This is an optimization exercise on Yosys and OpenROAD, whose aim is small area, not a production implementation. At most, simulation tests tie the RTL to the original design; equivalence was not proved. Power and IR drop assume default switching activity.

==> run a: inputs <==
// treasury_nonce_dispatcher
module treasury_nonce_dispatcher #(
    parameter int LANES   = 27,
    parameter int NONCE_W = treasury_pkg::NONCE_W_DEFAULT,
    parameter int CNT_W   = 48
) (
    input  logic                     clk,
    input  logic                     rst,
    input  logic                     job_valid,
    output logic                     job_ready,
    input  logic [NONCE_W-1:0]       job_base,
    input  logic [NONCE_W-1:0]       job_limit,
    input  logic                     abort,
    output logic [LANES-1:0]         lane_start,
    output logic [LANES*NONCE_W-1:0] lane_nonce,
    input  logic [LANES-1:0]         lane_done,
    input  logic [LANES-1:0]         lane_hit,
    output logic                     result_valid,
    input  logic                     result_ready,
    output logic                     result_found,
    output logic                     result_exhausted,
    output logic [NONCE_W-1:0]       result_nonce,
    output logic [CNT_W-1:0]         hash_count
);
clock: 10.0 ns
lec_check: 0
cap_margin: 20
core_margin: 2
core_utilization: 50
place_density: 0.62
slew_margin: 20
synth_hierarchical: 1
synth_minimum_keep_size: 0
standard.sh (not shown) runs the stock make flow with config.mk's settings and CLKGATE_MAP_FILE= SYNTH_SCRIPT=/design/flow/synth_recipe.tcl, a recipe that flattens the netlist after the stock synthesis.
==> flow/flow/run.sh <==
#!/bin/bash
# The standard layout (standard.sh: the ORFS flow with the standard synthesis), with two
# changes passed to ORFS's make:
#  - the port buffers that global placement adds are the smallest buffer cell (buf_1) instead
#    of the one buffer_ports picks on its own; every port still gets its buffer;
#  - clock tree synthesis clusters up to 22 sinks within 85 um per leaf buffer and inserts no
#    dummy loads.
set -euo pipefail
bash standard.sh \
  'BUFFER_PORTS_ARGS=-buffer_cell sky130_fd_sc_hd__buf_1' \
  'CTS_ARGS=-sink_clustering_enable -repair_clock_nets -dont_use_dummy_load -sink_clustering_size 22 -sink_clustering_max_diameter 85' \
  finish > standard.log 2>&1
==> inputs of run b, as changes to run a <==
--- a/flow/design.v
+++ b/flow/design.v
@@ -151,15 +151,14 @@
     output logic [NONCE_W-1:0]       result_nonce,
     output logic [CNT_W-1:0]         hash_count
 );
     localparam int IDX_W = 5;
     localparam int LO    = 5;                   
     localparam int HI    = NONCE_W - LO;        
     localparam logic [LO-1:0] STEP = LO'(LANES);
-    localparam int CW    = NONCE_W + 1;
     treasury_pkg::state_t state, state_nx;
     logic                 idle, run, done;
     logic                 accept;
     logic                 run_en;
     logic                 hit_any;
     logic                 exhaust_now;
     logic                 empty;
@@ -173,20 +172,20 @@
     logic [NONCE_W:0]     lsb;            
     logic                 span_big;
     logic [LANES-1:0]     first_ok;
     logic                 found_q;
     logic                 exhausted_q;
     logic [IDX_W-1:0]     idx_q;
     logic [IDX_W-1:0]     hit_idx;
-    logic [CW-1:0]        count_n_q;      
-    logic [CW-1:0]        count;
-    logic [CW-1:0]        count_nx;
+    logic [CNT_W-1:0]     count_n_q;      
+    logic [CNT_W-1:0]     count;
+    logic [CNT_W-1:0]     count_nx;
     logic [IDX_W-1:0]     pc;
     logic [LO:0]          cc;
-    logic [CW-LO:0]       cp;
+    logic [CNT_W-LO:0]    cp;
     logic [NONCE_W-1:0]   ror [LANES+1];
     assign idle    = state == treasury_pkg::IDLE;
     assign run     = state == treasury_pkg::RUN;
     assign done    = state == treasury_pkg::DONE;
     assign accept  = idle && job_valid;
     assign run_en  = run && !rst;
     assign base_ld = job_base & {NONCE_W{accept}};
@@ -303,15 +302,15 @@
     assign count = ~count_n_q;
     assign cc[0] = 1'b0;
     for (genvar j = 0; j < LO; j++) begin : g_clo
         assign count_nx[j] = count[j] ^ pc[j] ^ cc[j];
         assign cc[j+1]     = (count[j] & pc[j]) | (count[j] & cc[j]) | (pc[j] & cc[j]);
     end
     assign cp[0] = 1'b1;
-    for (genvar j = LO; j < CW; j++) begin : g_chi
+    for (genvar j = LO; j < CNT_W; j++) begin : g_chi
         assign count_nx[j] = count[j] ^ (cc[LO] & cp[j-LO]);
         assign cp[j-LO+1]  = cp[j-LO] & count[j];
     end
     always_ff @(posedge clk) begin
         if (rst || accept) count_n_q <= '1;
         else               count_n_q <= ~count_nx;
     end
@@ -321,9 +320,9 @@
     end
     assign job_ready        = !rst && idle;
     assign lane_start       = start;
     assign result_valid     = !rst && done;
     assign result_found     = found_q;
     assign result_exhausted = exhausted_q;
     assign result_nonce     = ror[LANES] & {NONCE_W{found_q}};
-    assign hash_count       = {{(CNT_W-CW){1'b0}}, ~(count_n_q | {CW{rst}})};
+    assign hash_count       = ~(count_n_q | {CNT_W{rst}});
 endmodule
==> inputs of run c, as changes to run a <==
--- a/flow/design.v
+++ b/flow/design.v
@@ -151,15 +151,14 @@
     output logic [NONCE_W-1:0]       result_nonce,
     output logic [CNT_W-1:0]         hash_count
 );
     localparam int IDX_W = 5;
     localparam int LO    = 5;                   
     localparam int HI    = NONCE_W - LO;        
     localparam logic [LO-1:0] STEP = LO'(LANES);
-    localparam int CW    = NONCE_W + 1;
     treasury_pkg::state_t state, state_nx;
     logic                 idle, run, done;
     logic                 accept;
     logic                 run_en;
     logic                 hit_any;
     logic                 exhaust_now;
     logic                 empty;
@@ -173,20 +172,20 @@
     logic [NONCE_W:0]     lsb;            
     logic                 span_big;
     logic [LANES-1:0]     first_ok;
     logic                 found_q;
     logic                 exhausted_q;
     logic [IDX_W-1:0]     idx_q;
     logic [IDX_W-1:0]     hit_idx;
-    logic [CW-1:0]        count_n_q;      
-    logic [CW-1:0]        count;
-    logic [CW-1:0]        count_nx;
+    logic [CNT_W-1:0]     count_n_q;      
+    logic [CNT_W-1:0]     count;
+    logic [CNT_W-1:0]     count_nx;
     logic [IDX_W-1:0]     pc;
     logic [LO:0]          cc;
-    logic [CW-LO:0]       cp;
+    logic [CNT_W-LO:0]    cp;
     logic [NONCE_W-1:0]   ror [LANES+1];
     assign idle    = state == treasury_pkg::IDLE;
     assign run     = state == treasury_pkg::RUN;
     assign done    = state == treasury_pkg::DONE;
     assign accept  = idle && job_valid;
     assign run_en  = run && !rst;
     assign base_ld = job_base & {NONCE_W{accept}};
@@ -303,15 +302,15 @@
     assign count = ~count_n_q;
     assign cc[0] = 1'b0;
     for (genvar j = 0; j < LO; j++) begin : g_clo
         assign count_nx[j] = count[j] ^ pc[j] ^ cc[j];
         assign cc[j+1]     = (count[j] & pc[j]) | (count[j] & cc[j]) | (pc[j] & cc[j]);
     end
     assign cp[0] = 1'b1;
-    for (genvar j = LO; j < CW; j++) begin : g_chi
+    for (genvar j = LO; j < CNT_W; j++) begin : g_chi
         assign count_nx[j] = count[j] ^ (cc[LO] & cp[j-LO]);
         assign cp[j-LO+1]  = cp[j-LO] & count[j];
     end
     always_ff @(posedge clk) begin
         if (rst || accept) count_n_q <= '1;
         else               count_n_q <= ~count_nx;
     end
@@ -321,9 +320,9 @@
     end
     assign job_ready        = !rst && idle;
     assign lane_start       = start;
     assign result_valid     = !rst && done;
     assign result_found     = found_q;
     assign result_exhausted = exhausted_q;
     assign result_nonce     = ror[LANES] & {NONCE_W{found_q}};
-    assign hash_count       = {{(CNT_W-CW){1'b0}}, ~(count_n_q | {CW{rst}})};
+    assign hash_count       = ~(count_n_q | {CNT_W{rst}});
 endmodule
==> flow/config.mk (replaced) <==
export PLATFORM = sky130hd
export DESIGN_NAME = treasury_nonce_dispatcher
export DESIGN_NICKNAME = treasury_nonce_dispatcher
export VERILOG_FILES = /design/flow/design.v
export SDC_FILE = /design/flow/constraint.sdc
export NUM_CORES = 8
export LEC_CHECK = 0
export CAP_MARGIN = 20
export CORE_MARGIN = 2
export CORE_UTILIZATION = 45
export PLACE_DENSITY = 0.6
export SLEW_MARGIN = 20
export SYNTH_HIERARCHICAL = 1
export SYNTH_MINIMUM_KEEP_SIZE = 0
==> notes <==
Against run a, the non-clock buffer count of run c is higher by 33.
Against run c, the register-to-register slack of run b is worse by 190 ps.
In run c the critical path depth is lower than in run a, by 10.
The lowest hold slack belongs to run a, the highest to run b.
Final area: run a is smaller than run b (about 1.3%).
==> figures <==
quantity                                           run b           run c           run a
Result of the run                         finished clean  finished clean  finished clean
Static leakage                                  32.54 nW        32.56 nW        32.31 nW
Pre-CTS setup slack                             266.0 ps        117.2 ps        331.4 ps
Total design power                              24.28 mW        24.38 mW        23.77 mW
Routing usage on met1                             0.5781          0.5362          0.5593
Global routing met3 resource utilization          0.1074          0.1056          0.1146
Critical path buffer and inverter count                0               4               0
Number of multi-input logic gates                   4956            4956            4891
Global Route met2 Usage                           0.6842          0.6350          0.6553
Largest fanout on the critical path                   11               5              23
Iter 0 DRT Violations                               7461            6432            6664
Inverters, non-clock                                 209             209             229


==> 06-25: inputs <==
==> flow/design.v <==
package treasury_pkg;
    localparam int NONCE_W_DEFAULT = 32;
    typedef enum logic [1:0] {
        IDLE,
        RUN,
        DRAIN,
        DONE
    } state_t;
endpackage
module treasury_cmp2 (
    input  logic [1:0] a,
    input  logic [1:0] b,
    input  logic       c,
    output logic       y
);
    logic g;
    assign g = (a[0] & b[0]) | (a[0] & c) | (b[0] & c);
    assign y = (a[1] & b[1]) | (a[1] & g) | (b[1] & g);
endmodule
module treasury_popcount (
    input  logic [26:0] x,
    output logic [4:0] y
);
    logic p1;
    logic p2;
    logic p3;
    logic p4;
    logic p5;
    logic p6;
    logic p7;
    logic p8;
    logic p9;
    logic p10;
    logic p11;
    logic p12;
    logic p13;
    logic p14;
    logic p15;
    logic p16;
    logic p17;
    logic p18;
    logic p19;
    logic p20;
    logic p21;
    logic p22;
    logic p23;
    logic p24;
    logic p25;
    logic p26;
    logic p27;
    logic p28;
    logic p29;
    logic p30;
    logic p31;
    logic p32;
    logic p33;
    logic p34;
    logic p35;
    logic p36;
    logic p37;
    logic p38;
    logic p39;
    logic p40;
    logic p41;
    logic p42;
    logic p43;
    logic p44;
    logic p45;
    logic p46;
    assign p1 = x[0] ^ x[1] ^ x[2];
    assign p2 = (x[0] & x[1]) | (x[0] & x[2]) | (x[1] & x[2]);
    assign p3 = x[3] ^ x[4] ^ x[5];
    assign p4 = (x[3] & x[4]) | (x[3] & x[5]) | (x[4] & x[5]);
    assign p5 = x[6] ^ x[7] ^ x[8];
    assign p6 = (x[6] & x[7]) | (x[6] & x[8]) | (x[7] & x[8]);
    assign p7 = x[9] ^ x[10] ^ x[11];
    assign p8 = (x[9] & x[10]) | (x[9] & x[11]) | (x[10] & x[11]);
    assign p9 = x[12] ^ x[13] ^ x[14];
    assign p10 = (x[12] & x[13]) | (x[12] & x[14]) | (x[13] & x[14]);
    assign p11 = x[15] ^ x[16] ^ x[17];
    assign p12 = (x[15] & x[16]) | (x[15] & x[17]) | (x[16] & x[17]);
    assign p13 = x[18] ^ x[19] ^ x[20];
    assign p14 = (x[18] & x[19]) | (x[18] & x[20]) | (x[19] & x[20]);
    assign p15 = x[21] ^ x[22] ^ x[23];
    assign p16 = (x[21] & x[22]) | (x[21] & x[23]) | (x[22] & x[23]);
    assign p17 = x[24] ^ x[25] ^ x[26];
    assign p18 = (x[24] & x[25]) | (x[24] & x[26]) | (x[25] & x[26]);
    assign p19 = p1 ^ p3 ^ p5;
    assign p20 = (p1 & p3) | (p1 & p5) | (p3 & p5);
    assign p21 = p7 ^ p9 ^ p11;
    assign p22 = (p7 & p9) | (p7 & p11) | (p9 & p11);
    assign p23 = p13 ^ p15 ^ p17;
    assign p24 = (p13 & p15) | (p13 & p17) | (p15 & p17);
    assign p25 = p19 ^ p21 ^ p23;
    assign p26 = (p19 & p21) | (p19 & p23) | (p21 & p23);
    assign p27 = p2 ^ p4 ^ p6;
    assign p28 = (p2 & p4) | (p2 & p6) | (p4 & p6);
    assign p29 = p8 ^ p10 ^ p12;
    assign p30 = (p8 & p10) | (p8 & p12) | (p10 & p12);
    assign p31 = p14 ^ p16 ^ p18;
    assign p32 = (p14 & p16) | (p14 & p18) | (p16 & p18);
    assign p33 = p20 ^ p22 ^ p24;
    assign p34 = (p20 & p22) | (p20 & p24) | (p22 & p24);
    assign p35 = p26 ^ p27 ^ p29;
    assign p36 = (p26 & p27) | (p26 & p29) | (p27 & p29);
    assign p37 = p31 ^ p33 ^ p35;
    assign p38 = (p31 & p33) | (p31 & p35) | (p33 & p35);
    assign p39 = p28 ^ p30 ^ p32;
    assign p40 = (p28 & p30) | (p28 & p32) | (p30 & p32);
    assign p41 = p34 ^ p36 ^ p38;
    assign p42 = (p34 & p36) | (p34 & p38) | (p36 & p38);
    assign p43 = p39 ^ p41;
    assign p44 = p39 & p41;
    assign p45 = p40 ^ p42 ^ p44;
    assign p46 = (p40 & p42) | (p40 & p44) | (p42 & p44);
    assign y[0] = p25;
    assign y[1] = p37;
    assign y[2] = p43;
    assign y[3] = p45;
    assign y[4] = p46;
endmodule
module treasury_nonce_dispatcher #(
    parameter int LANES   = 27,
    parameter int NONCE_W = treasury_pkg::NONCE_W_DEFAULT,
    parameter int CNT_W   = 48
) (
    input  logic                     clk,
    input  logic                     rst,
    input  logic                     job_valid,
    output logic                     job_ready,
    input  logic [NONCE_W-1:0]       job_base,
    input  logic [NONCE_W-1:0]       job_limit,
    input  logic                     abort,
    output logic [LANES-1:0]         lane_start,
    output logic [LANES*NONCE_W-1:0] lane_nonce,
    input  logic [LANES-1:0]         lane_done,
    input  logic [LANES-1:0]         lane_hit,
    output logic                     result_valid,
    input  logic                     result_ready,
    output logic                     result_found,
    output logic                     result_exhausted,
    output logic [NONCE_W-1:0]       result_nonce,
    output logic [CNT_W-1:0]         hash_count
);
    localparam int IDX_W = 5;
    localparam int LO    = 5;                   
    localparam int HI    = NONCE_W - LO;        
    localparam int BLK   = 14;                  
    localparam int NBLK  = (HI + BLK - 1) / BLK;
    localparam logic [LO-1:0] STEP = LO'(LANES);
    treasury_pkg::state_t state, state_nx;
    logic                 idle, run, done;
    logic                 accept;
    logic                 run_en;
    logic                 hit_any;
    logic                 exhaust_now;
    logic                 empty;
    logic [LANES-1:0]     start, busy, pending, accepted, hits, sel;
    logic [NONCE_W-1:0]   nonce [LANES];
    logic [NONCE_W-1:0]   base_ld;        
    logic [NONCE_W-1:0]   lim_step_n_q;   
    logic                 lim_small_q;    
    logic [NONCE_W:0]     span;           
    logic                 span_big;
    logic [LANES-1:0]     first_ok;
    logic                 found_q;
    logic                 exhausted_q;
    logic [IDX_W-1:0]     idx_q;
    logic [IDX_W-1:0]     hit_idx;
    logic [CNT_W-1:0]     count_n_q;      
    logic [CNT_W-1:0]     count;
    logic [CNT_W-1:0]     count_nx;
    logic [IDX_W-1:0]     pc;
    logic [LO:0]          cc;
    logic [CNT_W-LO:0]    cp;
    logic [NONCE_W-1:0]   ror [LANES+1];
    assign idle    = state == treasury_pkg::IDLE;
    assign run     = state == treasury_pkg::RUN;
    assign done    = state == treasury_pkg::DONE;
    assign accept  = idle && job_valid;
    assign run_en  = run && !rst;
    assign base_ld = job_base & {NONCE_W{accept}};
    for (genvar i = 0; i < LANES; i++) begin : g_lane
        localparam logic [LO-1:0] OFS = LO'(i);
        logic [NONCE_W-1:0] n;
        logic               pend;
        logic               bsy;
        logic               inc;
        logic               keep;
        logic [NONCE_W-1:0] m;
        logic [LO-1:0]      k;
        logic [LO:0]        c;
        logic [NONCE_W-1:0] d;
        logic [NBLK:0]      bc;
        logic [NONCE_W/2:0] gt;
        logic               next_ok;
        assign accepted[i] = lane_done[i] && bsy;
        assign hits[i]     = accepted[i] && lane_hit[i];
        assign inc         = accepted[i] && !lane_hit[i] && run;
        assign keep        = !accept && !(found_q && !sel[i]);
        assign m           = (n & {NONCE_W{keep}}) | base_ld;
        assign c[0] = 1'b0;
        for (genvar j = 0; j < LO; j++) begin : g_lo
            assign k[j]   = (OFS[j] && accept) || (STEP[j] && inc);
            assign d[j]   = m[j] ^ k[j] ^ c[j];
            assign c[j+1] = (m[j] & k[j]) | (m[j] & c[j]) | (k[j] & c[j]);
        end
        assign bc[0] = c[LO];
        for (genvar b = 0; b < NBLK; b++) begin : g_blk
            localparam int J0 = LO + b * BLK;
            localparam int J1 = (J0 + BLK < NONCE_W) ? J0 + BLK : NONCE_W;
            logic [J1-J0:0] rc;
            assign rc[0] = bc[b];
            for (genvar j = J0; j < J1; j++) begin : g_bit
                assign d[j]        = m[j] ^ rc[j-J0];
                assign rc[j-J0+1]  = m[j] & rc[j-J0];
            end
            assign bc[b+1] = bc[b] & (&m[J1-1:J0]);
        end
        assign gt[0] = 1'b0;
        for (genvar j = 0; j < NONCE_W / 2; j++) begin : g_cmp
            treasury_cmp2 u_cmp (.a(n[2*j +: 2]), .b(lim_step_n_q[2*j +: 2]), .c(gt[j]), .y(gt[j+1]));
        end
        assign next_ok = !gt[NONCE_W/2] && !lim_small_q;
        assign start[i]   = run_en && !bsy && pend;
        assign busy[i]    = bsy;
        assign pending[i] = pend;
        assign nonce[i]   = n;
        assign lane_nonce[i*NONCE_W +: NONCE_W] = n;
        always_ff @(posedge clk) begin
            n       <= d;
            if (accept)   pend <= first_ok[i];
            else if (inc) pend <= next_ok;
            if (rst) bsy <= 1'b0;
            else     bsy <= start[i] || (bsy && !lane_done[i]);
        end
    end
    assign span     = {1'b0, job_limit} - {1'b0, job_base};
    assign empty    = span[NONCE_W];
    assign span_big = |span[NONCE_W-1:LO];
    for (genvar i = 0; i < LANES; i++) begin : g_first
        assign first_ok[i] = span_big || (span[LO-1:0] >= LO'(i));
    end
    always_comb begin
        hit_idx = '0;
        for (int i = LANES - 1; i >= 0; i--) begin
            if (hits[i]) hit_idx = IDX_W'(i);
        end
    end
    for (genvar i = 0; i < LANES; i++) begin : g_sel
        assign sel[i] = idx_q == IDX_W'(i);
    end
    assign hit_any     = run && (|hits);
    assign exhaust_now = run && !hit_any && !abort && !(|pending) && !(|busy);
    always_ff @(posedge clk) begin
        if (rst) state <= treasury_pkg::IDLE;
        else     state <= state_nx;
    end
    always_comb begin
        state_nx = state;
        unique case (state)
            treasury_pkg::IDLE:  if (job_valid) state_nx = empty ? treasury_pkg::DONE : treasury_pkg::RUN;
            treasury_pkg::RUN:   if (hit_any || abort) state_nx = treasury_pkg::DRAIN;
                                 else if (exhaust_now) state_nx = treasury_pkg::DONE;
            treasury_pkg::DRAIN: if (!(|busy)) state_nx = treasury_pkg::DONE;
            treasury_pkg::DONE:  if (result_ready) state_nx = treasury_pkg::IDLE;
            default:             state_nx = treasury_pkg::IDLE;
        endcase
    end
    always_ff @(posedge clk) begin
        if (accept) begin
            lim_step_n_q <= ~(job_limit - NONCE_W'(LANES));
            lim_small_q  <= job_limit < NONCE_W'(LANES);
            found_q      <= 1'b0;
            exhausted_q  <= empty;
        end else begin
            if (hit_any) begin
                found_q <= 1'b1;
                idx_q   <= hit_idx;
            end
            if (exhaust_now) exhausted_q <= 1'b1;
        end
    end
    treasury_popcount u_pc (.x(accepted), .y(pc));
    assign count = ~count_n_q;
    assign cc[0] = 1'b0;
    for (genvar j = 0; j < LO; j++) begin : g_clo
        assign count_nx[j] = count[j] ^ pc[j] ^ cc[j];
        assign cc[j+1]     = (count[j] & pc[j]) | (count[j] & cc[j]) | (pc[j] & cc[j]);
    end
    assign cp[0] = 1'b1;
    for (genvar j = LO; j < CNT_W; j++) begin : g_chi
        assign count_nx[j] = count[j] ^ (cc[LO] & cp[j-LO]);
        assign cp[j-LO+1]  = cp[j-LO] & count[j];
    end
    always_ff @(posedge clk) begin
        if (rst || accept) count_n_q <= '1;
        else               count_n_q <= ~count_nx;
    end
    assign ror[0] = '0;
    for (genvar i = 0; i < LANES; i++) begin : g_ror
        assign ror[i+1] = ror[i] | nonce[i];
    end
    assign job_ready        = !rst && idle;
    assign lane_start       = start;
    assign result_valid     = !rst && done;
    assign result_found     = found_q;
    assign result_exhausted = exhausted_q;
    assign result_nonce     = ror[LANES] & {NONCE_W{found_q}};
    assign hash_count       = ~(count_n_q | {CNT_W{rst}});
endmodule
==> flow/flow/run.sh <==
#!/bin/bash
# The standard layout, with the port buffers that ORFS adds at placement made of the
# smallest buffer cell (buf_1) instead of the one buffer_ports picks on its own.
set -euo pipefail
bash standard.sh 'BUFFER_PORTS_ARGS=-buffer_cell sky130_fd_sc_hd__buf_1' finish > standard.log 2>&1
==> flow/standard.sh <==
#!/bin/bash
# synth_recipe.tcl (not shown) runs the flow's synth.tcl, then flattens the netlist and writes it again
# the make line also repeats each setting of config.mk as NAME=value (left out here)
make -C /OpenROAD-flow-scripts/flow DESIGN_CONFIG=/design/flow/config.mk WORK_HOME=/design/flow/orfs CLKGATE_MAP_FILE= SYNTH_SCRIPT=/design/flow/synth_recipe.tcl "${@:-finish}"
==> flow/config.mk <==
export PLATFORM = sky130hd
export DESIGN_NAME = treasury_nonce_dispatcher
export DESIGN_NICKNAME = treasury_nonce_dispatcher
export VERILOG_FILES = /design/flow/design.v
export SDC_FILE = /design/flow/constraint.sdc
export NUM_CORES = 8
export LEC_CHECK = 0
export CAP_MARGIN = 20
export CORE_MARGIN = 2
export CORE_UTILIZATION = 40
export PLACE_DENSITY = 0.6
export SLEW_MARGIN = 20
export SYNTH_HIERARCHICAL = 1
export SYNTH_MINIMUM_KEEP_SIZE = 0
==> flow/constraint.sdc <==
create_clock -name core_clock -period 10.0 [get_ports {clk}]
set_input_delay 2.0000 -clock core_clock [delete_from_list [all_inputs] [get_ports {clk}]]
set_output_delay 2.0000 -clock core_clock [all_outputs]
set_load 0.01 [all_outputs]
==> 08-09: changes against 06-25 <==
--- a/flow/design.v
+++ b/flow/design.v
@@ -19,2 +19,11 @@
 endmodule
+module treasury_cmp2_first (
+    input  logic [1:0] a,
+    input  logic [1:0] b,
+    output logic       y
+);
+    logic g;
+    assign g = a[0] & b[0];
+    assign y = (a[1] & b[1]) | (a[1] & g) | (b[1] & g);
+endmodule
 module treasury_popcount (
@@ -220,3 +229,4 @@
         assign gt[0] = 1'b0;
-        for (genvar j = 0; j < NONCE_W / 2; j++) begin : g_cmp
+        treasury_cmp2_first u_cmp0 (.a(n[1:0]), .b(lim_step_n_q[1:0]), .y(gt[1]));
+        for (genvar j = 1; j < NONCE_W / 2; j++) begin : g_cmp
             treasury_cmp2 u_cmp (.a(n[2*j +: 2]), .b(lim_step_n_q[2*j +: 2]), .c(gt[j]), .y(gt[j+1]));
==> flow/flow/run.sh (replaced) <==
#!/bin/bash
# The standard layout (standard.sh: the ORFS flow with the standard synthesis script),
# with these changes passed to ORFS's make:
#  - ABC maps the logic with an area-oriented script (flow/abc_speed.script) in place of
#    ORFS's delay-oriented one; ORFS's scripts are copied to scripts/ and only that file is
#    replaced, so the registers and every other step stay the standard ones;
#  - the port buffers that global placement adds are the smallest buffer cell (buf_1)
#    instead of the one buffer_ports picks on its own; every port still gets its buffer;
#  - clock tree synthesis clusters up to 20 sinks within 80 um per leaf buffer and inserts
#    no dummy loads.
set -euo pipefail
rm -rf scripts
cp -r "$FLOW_HOME/scripts" scripts
cp flow/abc_speed.script scripts/abc_speed.script
bash standard.sh \
  "SCRIPTS_DIR=$PWD/scripts" \
  'BUFFER_PORTS_ARGS=-buffer_cell sky130_fd_sc_hd__buf_1' \
  'CTS_ARGS=-sink_clustering_enable -repair_clock_nets -dont_use_dummy_load -sink_clustering_size 20 -sink_clustering_max_diameter 80' \
  finish > standard.log 2>&1
==> flow/flow/abc_speed.script (new file) <==
&get -n
&st
&dch
&nf -R 1000 -p
&put
CORE_UTILIZATION = 60   (was 40)
PLACE_DENSITY = 0.7   (was 0.6)
==> 03-24: changes against 06-25 <==
--- a/flow/design.v
+++ b/flow/design.v
@@ -19,2 +19,11 @@
 endmodule
+module treasury_cmp2_first (
+    input  logic [1:0] a,
+    input  logic [1:0] b,
+    output logic       y
+);
+    logic g;
+    assign g = a[0] & b[0];
+    assign y = (a[1] & b[1]) | (a[1] & g) | (b[1] & g);
+endmodule
 module treasury_popcount (
@@ -147,4 +156,2 @@
     localparam int HI    = NONCE_W - LO;        
-    localparam int BLK   = 14;                  
-    localparam int NBLK  = (HI + BLK - 1) / BLK;
     localparam logic [LO-1:0] STEP = LO'(LANES);
@@ -163,2 +170,4 @@
     logic [NONCE_W:0]     span;           
+    logic [NONCE_W-1:0]   lim_step;       
+    logic [NONCE_W:0]     lsb;            
     logic                 span_big;
@@ -193,3 +202,4 @@
         logic [NONCE_W-1:0] d;
-        logic [NBLK:0]      bc;
+        logic [HI:0]        ch;
+        logic               c_step, c_load;
         logic [NONCE_W/2:0] gt;
@@ -207,16 +217,12 @@
         end
-        assign bc[0] = c[LO];
-        for (genvar b = 0; b < NBLK; b++) begin : g_blk
-            localparam int J0 = LO + b * BLK;
-            localparam int J1 = (J0 + BLK < NONCE_W) ? J0 + BLK : NONCE_W;
-            logic [J1-J0:0] rc;
-            assign rc[0] = bc[b];
-            for (genvar j = J0; j < J1; j++) begin : g_bit
-                assign d[j]        = m[j] ^ rc[j-J0];
-                assign rc[j-J0+1]  = m[j] & rc[j-J0];
-            end
-            assign bc[b+1] = bc[b] & (&m[J1-1:J0]);
+        assign c_step = n[LO-1:0] >= LO'(32 - LANES);
+        assign c_load = (i != 0) && (job_base[LO-1:0] >= LO'(32 - i));
+        assign ch[0]  = (inc && c_step) || (accept && c_load);
+        for (genvar j = 0; j < HI; j++) begin : g_hi
+            assign d[LO+j]  = m[LO+j] ^ ch[j];
+            assign ch[j+1]  = m[LO+j] & ch[j];
         end
         assign gt[0] = 1'b0;
-        for (genvar j = 0; j < NONCE_W / 2; j++) begin : g_cmp
+        treasury_cmp2_first u_cmp0 (.a(n[1:0]), .b(lim_step_n_q[1:0]), .y(gt[1]));
+        for (genvar j = 1; j < NONCE_W / 2; j++) begin : g_cmp
             treasury_cmp2 u_cmp (.a(n[2*j +: 2]), .b(lim_step_n_q[2*j +: 2]), .c(gt[j]), .y(gt[j+1]));
@@ -243,2 +249,8 @@
     end
+    localparam logic [NONCE_W-1:0] STEP_C = NONCE_W'(LANES);
+    assign lsb[0] = 1'b0;
+    for (genvar j = 0; j < NONCE_W; j++) begin : g_lstep
+        assign lim_step[j] = job_limit[j] ^ STEP_C[j] ^ lsb[j];
+        assign lsb[j+1]    = (!job_limit[j] & STEP_C[j]) | (!(job_limit[j] ^ STEP_C[j]) & lsb[j]);
+    end
     always_comb begin
@@ -271,11 +283,16 @@
         if (accept) begin
-            lim_step_n_q <= ~(job_limit - NONCE_W'(LANES));
-            lim_small_q  <= job_limit < NONCE_W'(LANES);
-            found_q      <= 1'b0;
-            exhausted_q  <= empty;
+            lim_step_n_q <= ~lim_step;
+            lim_small_q  <= lsb[NONCE_W];
+        end
+        if (hit_any) idx_q <= hit_idx;
+    end
+    always_ff @(posedge clk) begin
+        if (rst) begin
+            found_q     <= 1'b0;
+            exhausted_q <= 1'b0;
+        end else if (accept) begin
+            found_q     <= 1'b0;
+            exhausted_q <= empty;
         end else begin
-            if (hit_any) begin
-                found_q <= 1'b1;
-                idx_q   <= hit_idx;
-            end
+            if (hit_any)     found_q     <= 1'b1;
             if (exhaust_now) exhausted_q <= 1'b1;
==> flow/flow/run.sh (replaced) <==
#!/bin/bash
# The standard layout (standard.sh: the ORFS flow with the standard synthesis), with two
# changes passed to ORFS's make:
#  - the port buffers that global placement adds are the smallest buffer cell (buf_1) instead
#    of the one buffer_ports picks on its own; every port still gets its buffer;
#  - clock tree synthesis clusters up to 26 sinks within 90 um per leaf buffer and inserts no
#    dummy loads.
set -euo pipefail
bash standard.sh \
  'BUFFER_PORTS_ARGS=-buffer_cell sky130_fd_sc_hd__buf_1' \
  'CTS_ARGS=-sink_clustering_enable -repair_clock_nets -dont_use_dummy_load -sink_clustering_size 26 -sink_clustering_max_diameter 90' \
  finish > standard.log 2>&1
CORE_UTILIZATION = 50   (was 40)
PLACE_DENSITY = 0.62   (was 0.6)
==> run summary <==
metric	03-24	08-09	06-25
Worst ir drop on vdd	0.0002459 V	0.0002330 V	0.0001906 V
Simple-gate share of the synthesized area	0.1191	0.1319	0.1363
Headroom to the max-slew limit	0.2632	0.2018	0.1769
Critical R2R Launch	lim_step_n_q[0]$_DFFE_PP_	g_lane[19].bsy$_SDFF_PP0_	lim_step_n_q[1]$_DFFE_PP_
Power, Total	0.02417 W	0.02538 W	0.02714 W
First-iteration detailed-routing DRC count	7653	10720	7519
Hold Crit Start	count_n_q[36]$_SDFF_PP1_	count_n_q[8]$_SDFF_PP1_	count_n_q[47]$_SDFF_PP1_
Maximum frequency from static timing analysis	109.8 MHz	74.89 MHz	109.6 MHz
Proportion of synthesized area in mux cells	0.006298	0	0.005523
#MultiIn Comb	4956	4927	5144
Switching share of total power	0.5351	0.5406	0.5232
Result of the run	timing/DRC/antenna clean	failed layout checks	timing/DRC/antenna clean
Violated checks	-	negative setup slack	-
Unrepaired setup endpoints after global routing	false	true	false
Setup fix buffers added after clock tree synthesis	0	13	0
Starting density of the core	0.5060	0.6057	0.4031
Vias in the first global route	51790	55280	54650
No functional check of the RTL was part of 06-25.

==> separate check: timing with driven ports <==
In the flow no input, the clock included, has a driving cell. The finished layouts below were timed again as built, in two steps.
Step 1, drivers: a clkbuf_16 drives clk and a buf_2 each remaining input, both assumed.
Step 2 moves the port delays by t, midway between the first and last clock arrival at a register: inputs arrive t later, outputs are due t later. That takes back most of the time a late clock gives input paths.
a / b / c = ideal ports / drivers / drivers and shift; a / b = the first two.
| run | t (ns) | slack for setup (ns) | hold WS [ns] | clock arrival spread, ns | worst register clock-pin slew, ns |
|---|---|---|---|---|---|
| run a | 0.786 | 0.623 / 0.623 / 0.341 | 0.497 / 0.497 / 0.497 | 0.087 / 0.086 | 0.10 / 0.10 |
| run b | 0.786 | 0.943 / 0.943 / 0.249 | 0.505 / 0.505 / 0.505 | 0.054 / 0.054 | 0.10 / 0.10 |
| run c | 0.776 | 0.873 / 0.934 / 0.158 | 0.499 / 0.499 / 0.499 | 0.062 / 0.062 | 0.10 / 0.10 |
| 06-25 | 0.841 | 0.879 / 0.879 / 0.433 | 0.504 / 0.504 / 0.504 | 0.039 / 0.039 | 0.07 / 0.07 |
| 08-09 | 0.771 | -3.352 / -3.295 / -4.066 | 0.506 / 0.506 / 0.506 | 0.066 / 0.066 | 0.09 / 0.09 |
| 03-24 | 0.776 | 0.895 / 0.895 / 0.217 | 0.513 / 0.513 / 0.513 | 0.053 / 0.053 | 0.12 / 0.12 |
For run c, which loses most, drivers alone change the setup slack by +0.061 ns; drivers and shift together by -0.715 ns.
